Background: an optimization exercise with open tools, aiming at a short achievable clock period and few clock cycles per item. Do not read the settings as production practice. Function was checked by simulation only, so behaviour that the tests miss may differ from the original. No activity file was given, so power comes from the tool's default toggle rates.

==> flow/design.v <==
package lbpa_pkg;
  localparam int POOL_BLOCKS = 64;
  localparam int IDX_W       = $clog2(POOL_BLOCKS);
  localparam int LINK_W      = IDX_W + 1;
  typedef logic [IDX_W-1:0]  idx_t;
  typedef logic [LINK_W-1:0] link_t;
  localparam link_t LINK_NONE = LINK_W'(POOL_BLOCKS);
  localparam idx_t  LAST_IDX  = IDX_W'(POOL_BLOCKS - 1);
  typedef enum logic [1:0] {
    REQ_ALLOC      = 2'd0,
    REQ_FREE_ONE   = 2'd1,
    REQ_FREE_CHAIN = 2'd2
  } req_t;
  localparam logic STATUS_OK    = 1'b0;
  localparam logic STATUS_EMPTY = 1'b1;
  typedef enum logic [3:0] {
    S_CLEAR,
    S_IDLE,
    S_A0,
    S_A1,
    S_A2,
    S_A3,
    S_C0,
    S_C1,
    S_R0,
    S_R1,
    S_R2,
    S_R3,
    S_DONE
  } state_t;
  typedef struct packed {
    logic  nxt_we;
    idx_t  nxt_waddr;
    link_t nxt_wdata;
    idx_t  nxt_raddr;
    logic  prv_we;
    idx_t  prv_waddr;
    link_t prv_wdata;
    idx_t  prv_raddr;
  } mem_cmd_t;
  typedef struct packed {
    logic  done;
    link_t index;
    logic  status;
  } rsp_t;
  function automatic logic is_block(input logic [LINK_W-1:0] l);
    is_block = (l < LINK_NONE);
  endfunction
endpackage
module lbpa_ram #(
  parameter int WIDTH = 8,
  parameter int DEPTH = 64
) (
  input  logic                     clk,
  input  logic                     we,
  input  logic [$clog2(DEPTH)-1:0] waddr,
  input  logic [WIDTH-1:0]         wdata,
  input  logic [$clog2(DEPTH)-1:0] raddr,
  output logic [WIDTH-1:0]         rdata
);
  logic [WIDTH-1:0] mem [DEPTH];
  always_ff @(posedge clk) begin
    if (we) begin
      mem[waddr] <= wdata;
    end
    rdata <= mem[raddr];
  end
endmodule
module lbpa_ctrl (
  input  logic              clk,
  input  logic              rst,
  input  logic              req_valid,
  input  logic [1:0]        req_type,
  input  logic [5:0]        block_index,
  output logic              req_stall,
  input  logic              out_free,
  input  lbpa_pkg::link_t   nxt_rdata,
  input  lbpa_pkg::link_t   prv_rdata,
  output lbpa_pkg::mem_cmd_t cmd,
  output lbpa_pkg::rsp_t    rsp
);
  lbpa_pkg::state_t state, state_next;
  lbpa_pkg::idx_t   blk, blk_next;
  lbpa_pkg::idx_t   clr_idx, clr_idx_next;
  lbpa_pkg::link_t  free_head, free_head_next;
  lbpa_pkg::link_t  link_p, link_p_next;
  lbpa_pkg::link_t  link_n, link_n_next;
  lbpa_pkg::link_t  chain_p, chain_p_next;
  lbpa_pkg::link_t  cnt, cnt_next;
  lbpa_pkg::link_t  cnt_inc;
  logic             chain, chain_next;
  lbpa_pkg::link_t  res_index, res_index_next;
  logic             res_status, res_status_next;
  assign req_stall = (state != lbpa_pkg::S_IDLE);
  assign cnt_inc   = cnt + 1'b1;
  always_ff @(posedge clk) begin
    if (rst) begin
      state     <= lbpa_pkg::S_CLEAR;
      clr_idx   <= '0;
      free_head <= '0;
      cnt       <= '0;
    end else begin
      state     <= state_next;
      clr_idx   <= clr_idx_next;
      free_head <= free_head_next;
      cnt       <= cnt_next;
    end
  end
  always_ff @(posedge clk) begin
    blk        <= blk_next;
    link_p     <= link_p_next;
    link_n     <= link_n_next;
    chain_p    <= chain_p_next;
    chain      <= chain_next;
    res_index  <= res_index_next;
    res_status <= res_status_next;
  end
  always_comb begin
    state_next      = state;
    blk_next        = blk;
    clr_idx_next    = clr_idx;
    free_head_next  = free_head;
    link_p_next     = link_p;
    link_n_next     = link_n;
    chain_p_next    = chain_p;
    cnt_next        = cnt;
    chain_next      = chain;
    res_index_next  = res_index;
    res_status_next = res_status;
    cmd             = '0;
    rsp.done        = 1'b0;
    rsp.index       = res_index;
    rsp.status      = res_status;
    unique case (state)
      lbpa_pkg::S_CLEAR: begin
        cmd.nxt_we    = 1'b1;
        cmd.nxt_waddr = clr_idx;
        cmd.nxt_wdata = lbpa_pkg::LINK_W'(clr_idx) + 1'b1;
        cmd.prv_we    = 1'b1;
        cmd.prv_waddr = clr_idx;
        cmd.prv_wdata = (clr_idx == '0) ? lbpa_pkg::LINK_NONE
                                        : lbpa_pkg::LINK_W'(clr_idx) - 1'b1;
        clr_idx_next  = clr_idx + 1'b1;
        if (clr_idx == lbpa_pkg::LAST_IDX) begin
          state_next = lbpa_pkg::S_IDLE;
        end
      end
      lbpa_pkg::S_IDLE: begin
        if (req_valid) begin
          blk_next        = block_index;
          res_index_next  = lbpa_pkg::LINK_NONE;
          res_status_next = lbpa_pkg::STATUS_OK;
          unique case (req_type)
            lbpa_pkg::REQ_ALLOC: begin
              if (!lbpa_pkg::is_block(free_head)) begin
                res_status_next = lbpa_pkg::STATUS_EMPTY;
                state_next      = lbpa_pkg::S_DONE;
              end else begin
                link_p_next = free_head;
                state_next  = lbpa_pkg::S_A0;
              end
            end
            lbpa_pkg::REQ_FREE_ONE: begin
              chain_next = 1'b0;
              state_next = lbpa_pkg::S_R0;
            end
            lbpa_pkg::REQ_FREE_CHAIN: begin
              chain_next = 1'b1;
              state_next = lbpa_pkg::S_C0;
            end
            default: begin
              state_next = lbpa_pkg::S_DONE;
            end
          endcase
        end
      end
      lbpa_pkg::S_A0: begin
        cmd.nxt_raddr = link_p[lbpa_pkg::IDX_W-1:0];
        state_next    = lbpa_pkg::S_A1;
      end
      lbpa_pkg::S_A1: begin
        free_head_next = nxt_rdata;
        cmd.nxt_raddr  = blk;
        if (lbpa_pkg::is_block(nxt_rdata)) begin
          cmd.prv_we    = 1'b1;
          cmd.prv_waddr = nxt_rdata[lbpa_pkg::IDX_W-1:0];
          cmd.prv_wdata = lbpa_pkg::LINK_NONE;
        end
        state_next = lbpa_pkg::S_A2;
      end
      lbpa_pkg::S_A2: begin
        link_n_next   = nxt_rdata;
        cmd.prv_we    = 1'b1;
        cmd.prv_waddr = link_p[lbpa_pkg::IDX_W-1:0];
        cmd.prv_wdata = lbpa_pkg::LINK_W'(blk);
        cmd.nxt_we    = 1'b1;
        cmd.nxt_waddr = link_p[lbpa_pkg::IDX_W-1:0];
        cmd.nxt_wdata = nxt_rdata;
        state_next    = lbpa_pkg::S_A3;
      end
      lbpa_pkg::S_A3: begin
        if (lbpa_pkg::is_block(link_n)) begin
          cmd.prv_we    = 1'b1;
          cmd.prv_waddr = link_n[lbpa_pkg::IDX_W-1:0];
          cmd.prv_wdata = link_p;
        end
        cmd.nxt_we     = 1'b1;
        cmd.nxt_waddr  = blk;
        cmd.nxt_wdata  = link_p;
        res_index_next = link_p;
        state_next     = lbpa_pkg::S_DONE;
      end
      lbpa_pkg::S_C0: begin
        cmd.prv_raddr = blk;
        state_next    = lbpa_pkg::S_C1;
      end
      lbpa_pkg::S_C1: begin
        chain_p_next = prv_rdata;
        if (lbpa_pkg::is_block(prv_rdata)) begin
          cmd.nxt_we    = 1'b1;
          cmd.nxt_waddr = prv_rdata[lbpa_pkg::IDX_W-1:0];
          cmd.nxt_wdata = lbpa_pkg::LINK_NONE;
        end
        cnt_next   = '0;
        state_next = lbpa_pkg::S_R0;
      end
      lbpa_pkg::S_R0: begin
        cmd.nxt_raddr = blk;
        cmd.prv_raddr = blk;
        state_next    = lbpa_pkg::S_R1;
      end
      lbpa_pkg::S_R1: begin
        link_p_next = prv_rdata;
        link_n_next = nxt_rdata;
        if (lbpa_pkg::is_block(prv_rdata)) begin
          cmd.nxt_we    = 1'b1;
          cmd.nxt_waddr = prv_rdata[lbpa_pkg::IDX_W-1:0];
          cmd.nxt_wdata = nxt_rdata;
        end
        if (lbpa_pkg::is_block(nxt_rdata)) begin
          cmd.prv_we    = 1'b1;
          cmd.prv_waddr = nxt_rdata[lbpa_pkg::IDX_W-1:0];
          cmd.prv_wdata = prv_rdata;
        end
        state_next = lbpa_pkg::S_R2;
      end
      lbpa_pkg::S_R2: begin
        cmd.nxt_we    = 1'b1;
        cmd.nxt_waddr = blk;
        cmd.nxt_wdata = free_head;
        cmd.prv_we    = 1'b1;
        cmd.prv_waddr = blk;
        cmd.prv_wdata = lbpa_pkg::LINK_NONE;
        state_next    = lbpa_pkg::S_R3;
      end
      lbpa_pkg::S_R3: begin
        if (lbpa_pkg::is_block(free_head)) begin
          cmd.prv_we    = 1'b1;
          cmd.prv_waddr = free_head[lbpa_pkg::IDX_W-1:0];
          cmd.prv_wdata = lbpa_pkg::LINK_W'(blk);
        end
        free_head_next = lbpa_pkg::LINK_W'(blk);
        if (!chain) begin
          res_index_next = link_n;
          state_next     = lbpa_pkg::S_DONE;
        end else begin
          cnt_next = cnt_inc;
          if (lbpa_pkg::is_block(link_n) && (cnt_inc < lbpa_pkg::LINK_NONE)) begin
            blk_next   = link_n[lbpa_pkg::IDX_W-1:0];
            state_next = lbpa_pkg::S_R0;
          end else begin
            res_index_next = chain_p;
            state_next     = lbpa_pkg::S_DONE;
          end
        end
      end
      lbpa_pkg::S_DONE: begin
        if (out_free) begin
          rsp.done   = 1'b1;
          state_next = lbpa_pkg::S_IDLE;
        end
      end
      default: begin
        state_next = lbpa_pkg::S_IDLE;
      end
    endcase
  end
endmodule
module linked_block_pool_allocator (
  input  logic       clk,
  input  logic       rst,
  input  logic       req_valid,
  output logic       req_stall,
  input  logic [1:0] req_type,
  input  logic [5:0] block_index,
  output logic       rsp_valid,
  input  logic       rsp_stall,
  output logic [6:0] result_index,
  output logic       status
);
  lbpa_pkg::mem_cmd_t cmd;
  lbpa_pkg::rsp_t     rsp;
  lbpa_pkg::link_t    nxt_rdata;
  lbpa_pkg::link_t    prv_rdata;
  logic               out_free;
  assign out_free = !rsp_valid || !rsp_stall;
  lbpa_ctrl u_ctrl (
    .clk         (clk),
    .rst         (rst),
    .req_valid   (req_valid),
    .req_type    (req_type),
    .block_index (block_index),
    .req_stall   (req_stall),
    .out_free    (out_free),
    .nxt_rdata   (nxt_rdata),
    .prv_rdata   (prv_rdata),
    .cmd         (cmd),
    .rsp         (rsp)
  );
  lbpa_ram #(
    .WIDTH (lbpa_pkg::LINK_W),
    .DEPTH (lbpa_pkg::POOL_BLOCKS)
  ) u_nxt_ram (
    .clk   (clk),
    .we    (cmd.nxt_we),
    .waddr (cmd.nxt_waddr),
    .wdata (cmd.nxt_wdata),
    .raddr (cmd.nxt_raddr),
    .rdata (nxt_rdata)
  );
  lbpa_ram #(
    .WIDTH (lbpa_pkg::LINK_W),
    .DEPTH (lbpa_pkg::POOL_BLOCKS)
  ) u_prv_ram (
    .clk   (clk),
    .we    (cmd.prv_we),
    .waddr (cmd.prv_waddr),
    .wdata (cmd.prv_wdata),
    .raddr (cmd.prv_raddr),
    .rdata (prv_rdata)
  );
  always_ff @(posedge clk) begin
    if (rst) begin
      rsp_valid <= 1'b0;
    end else if (rsp.done) begin
      rsp_valid <= 1'b1;
    end else if (!rsp_stall) begin
      rsp_valid <= 1'b0;
    end
  end
  always_ff @(posedge clk) begin
    if (rsp.done) begin
      result_index <= rsp.index;
      status       <= rsp.status;
    end
  end
endmodule
==> flow/run.sh <==
#!/bin/bash
# synth_recipe.tcl (not shown) runs the flow's synth.tcl, then flattens the netlist and writes it again
# the make line also repeats each setting of config.mk as NAME=value (left out here)
make -C /OpenROAD-flow-scripts/flow DESIGN_CONFIG=/design/flow/config.mk WORK_HOME=/design/flow/orfs CLKGATE_MAP_FILE= SYNTH_SCRIPT=/design/flow/synth_recipe.tcl finish
==> flow/config.mk <==
export PLATFORM = sky130hd
export DESIGN_NAME = linked_block_pool_allocator
export DESIGN_NICKNAME = linked_block_pool_allocator
export VERILOG_FILES = /design/flow/design.v
export SDC_FILE = /design/flow/constraint.sdc
export NUM_CORES = 4
export LEC_CHECK = 0
export CAP_MARGIN = 20
export CORE_MARGIN = 2
export CORE_UTILIZATION = 25
export PLACE_DENSITY = 0.5
export SLEW_MARGIN = 20
==> flow/constraint.sdc <==
create_clock -name core_clock -period 7.0 [get_ports {clk}]
set_input_delay 1.4000 -clock core_clock [delete_from_list [all_inputs] [get_ports {clk}]]
set_output_delay 1.4000 -clock core_clock [all_outputs]
set_load 0.01 [all_outputs]
==> reports/qor.yml <==
placement:
  dp_slack_ns: 2.417
  postPlaceCellArea_mm2: 0.04306
  portBuffers: 21
  place_hpwl_um: 69830
  gp_congestion: 0.8443
floorplanning:
  dieArea_mm2: 0.1643
  fp.coreArea_mm2: 0.1602
  die_w_um: 405.3
  pin_count: 22
  initial_core_util_pct: 25.13
  die_h_um: 405.3
  fp-row-count: 147
route:
  num_vias: 24411
  drtIter0Drc: 2533
  antenna_left: 0
  first_pass_iters: 6
  routedWlPerCell_um: 22.61
  drc: 0
  drt_wl_total_um: 115600
  drt-vias-per-instance: 4.776
sta:
  rsz0062_at_grt: "false"
  fin_crit_sh_pct: 66.54
  fmax_mhz: 214.7
  relSlewSlack_pct: 28.12
  hold_ws_ns: 0.4093
  finClkSkew_ns: 0.02898
  fin_ws_ns: 2.342
  finalHoldViolCount: 0
  fin_crit_ns: 4.658
  final-max-slew-violation-count: 0
  setup_viol: 0
  fin_setup_tns_ns: 0
  worst_pin_slew_ns: 1.075
global_routing:
  grt_max_degree: 108
  grt_pass1_vias: 23924
  gr-total-overflow: 0
  grt_pass1_wl_um: 168400
  grt.total_usage_pct: 13.80
  antenna_found_initial: 2
logic_synthesis:
  synth_edf_count: 940
  async_flop_share_pct: 0
  avgSynthCellArea_um2: 14.02
  synth.area.top_cells: "edfxtp_1 (70%), mux2i_1 (4.9%), nand2_1 (3.7%), nor2_1 (2.3%), dfxtp_1 (1.9%)"
  synth-seq-area-share_pct: 72.05
  yosys_warnings: 3
  yosysMostFrequentCell: "edfxtp_1"
  synth_top_area_share_pct: 70.11
  ys_ff_latch: 979
  synth_cells: 2871
  syn-num-nets: 2890
  yosys-top-cells-count: "edfxtp_1 (940), nand2_1 (399), nor2_1 (242)"
  synth_cell_types: 79
  ys.flop_type: "edfxtp_1"
  synth_area_mm2: 0.04026
  yosysTopAreaCell: "edfxtp_1"
power:
  p_sw_share_pct: 21.72
  power_frac_seq_pct: 52.7
  powerDensity_mw_per_mm2: 270.9
  switchingPower_w: 0.002733
  total_power_w: 0.01259
  p_comb_share_pct: 3.4
  ir_drop_mv: 0.2042
  intPower_w: 0.009852
  p_leak_nw: 15.24
  power_frac_clock_pct: 43.9
finish:
  multiInputGateArea_mm2: 0.01066
  drive_gt1_share_pct: 9.525
  nNetsFinal: 2882
  stdcell_area_mm2: 0.04645
  area_delta_synth_final_pct: 15.38
  fillers: 16125
  seq_area_mm2: 0.02901
clock_network:
  clock_latency_ns: 0.71
  post-cts-setup-buffers: 0
  cts_sinks: 979
  root_buffer: "clkbuf_16"
  cts_tree: "built"
  cts_max_level: 3
  clk_pin_slew_ns: 0.06
  cts_resized: 0
  hold_buffers: 0
  numCtsBuffers: 101
  max-clock-path-buffers: 3
worst_setup_path:
  path_max_fanout: 20
  critPathRequiredTime_ns: 7.33
  endpoint_kind: "register"
  critPathLaunchType: "register"
  cp.arrival_ns: 4.98
  setup.worst_path.class: "register to register"
status:
  status: "complete, no violations"
job:
  maxCapViolations: 0
worst_hold_path:
  hp-class: "register to register"
power by group through the flow:
stage                     Combinational (W)  Clock [W]  Sequential [W]
final                              0.000425    0.00553         0.00663
after global routing               0.000458    0.00587         0.00663
after CTS                          0.000437    0.00564         0.00663
after detailed placement           0.000437          0         0.00675
after global placement             0.000436          0         0.00675
after floorplan                    0.000180          0         0.00674
sequential cells by signal, indices dropped and copies added, names as in the netlist, 4 cells and up:
name / count
u_nxt_ram.rdata: 7
u_ctrl.clr_idx: 6
u_prv_ram.mem: 448
u_ctrl.link_p: 7
u_ctrl.cnt: 7
u_ctrl.free_head: 7
u_prv_ram.rdata: 7
u_ctrl.state: 4
u_ctrl.blk: 6
u_ctrl.res_index: 7
u_ctrl.chain_p: 7
u_ctrl.link_n: 7
result_index: 7
u_nxt_ram.mem: 448
cell usage in the layout, fill, tap and decap left out, drive strengths merged, types with 28 or more instances in the layout:
cell,count
a211oi,85
a21oi,104
buf,52
clkbuf,137
clkinv,33
dfxtp,39
edfxtp,940
mux2,41
mux2i,196
nand2,399
nand3,145
nor2,243
nor2b,52
o2111ai,28
o21ai,53
o221ai,33
o22ai,41
critical path, stage by stage (launching register included):
cell and delay (ns):
dfxtp_1 0.51, buf_4 0.32, nor4bb_2 0.27, buf_4 0.23, nor2b_1 0.78, a221oi_1 0.33
a21oi_1 0.28, nand3_1 0.76, nor2_1 0.79
final cells by class:
cell class,instances,share of cell area (%)
flip-flops and latches,979,62.45
multi-input cells,1693,22.95
clock buffers,137,5.977
well taps,2160,5.818
repair buffers,73,1.363
clock inverters,53,1.320
inverters,15,0.1212
diodes,1,0.005387
path summary, 6_finish.rpt:
kind,slack (ns),end,from,cells past startpoint
hold reg to reg,0.41,result_index[0],u_ctrl.res_index[0],0
setup / recovery,2.34,u_prv_ram.mem[36][0],u_ctrl.state[1],8
setup reg to reg,2.34,u_prv_ram.mem[36][0],u_ctrl.state[1],8
hold / removal,0.41,result_index[0],u_ctrl.res_index[0],0
logic make-up (layout without fill, tap and decap cells):
group | count (synthesis) | in the layout | synth area share [%]
DFF | 979 | 979 | 72.05
other | 0 | 1 | 0
AOI/OAI and AO/OA | 526 | 526 | 9.525
adders and majority gates | 7 | 7 | 0.2175
muxes | 237 | 237 | 6.020
xor gates and xnor gates | 17 | 17 | 0.3698
and+or+nand+nor | 906 | 906 | 9.765
buffers and inverters | 199 | 278 | 2.051
metal layers:
| layer | part of all wire [%] | global-route usage (%) |
|---|---|---|
| met4 | 2.3 | 3.921 |
| met1 | 46 | 19.56 |
| met3 | 5.7 | 2.111 |
| met2 | 46 | 21.78 |
| met5 | 0 | 0 |
stage by stage:
step           util (%)  cells
4_1_cts           29.00   5110
2_1_floorplan         -   2871
5_1_grt           29.00   5111
3_3_place_gp      26.86   4919
6_report          29.00   5111
3_5_place_dp      26.88   4920
Testbench counts, summed over its fixed seeds: cycles 278,568, requests 12,000.

==> port drivers added, routing unchanged <==
No port has a modelled driver above. Below, the same layout with a new extraction and two added sets of constraints. Step 1, drivers: a clkbuf_16 drives clk and a buf_2 each remaining input, both assumed. Step 2 also shifts input and output timing later by t, the mid clock arrival at the registers, as if the neighbouring blocks saw the same clock. a / b / c = ideal / step 1 / step 2; a / b = the first two.
t (ns): 0.769
setup slack, ns: 2.342 / 2.342 / 2.342
slew at the worst register clock pin (ns): 0.07 / 0.07
pins driven straight from the clock port: 1
After both steps this run still meets setup and hold. For this run, drivers alone change the setup slack by 0.000 ns; drivers and shift together by 0.000 ns.
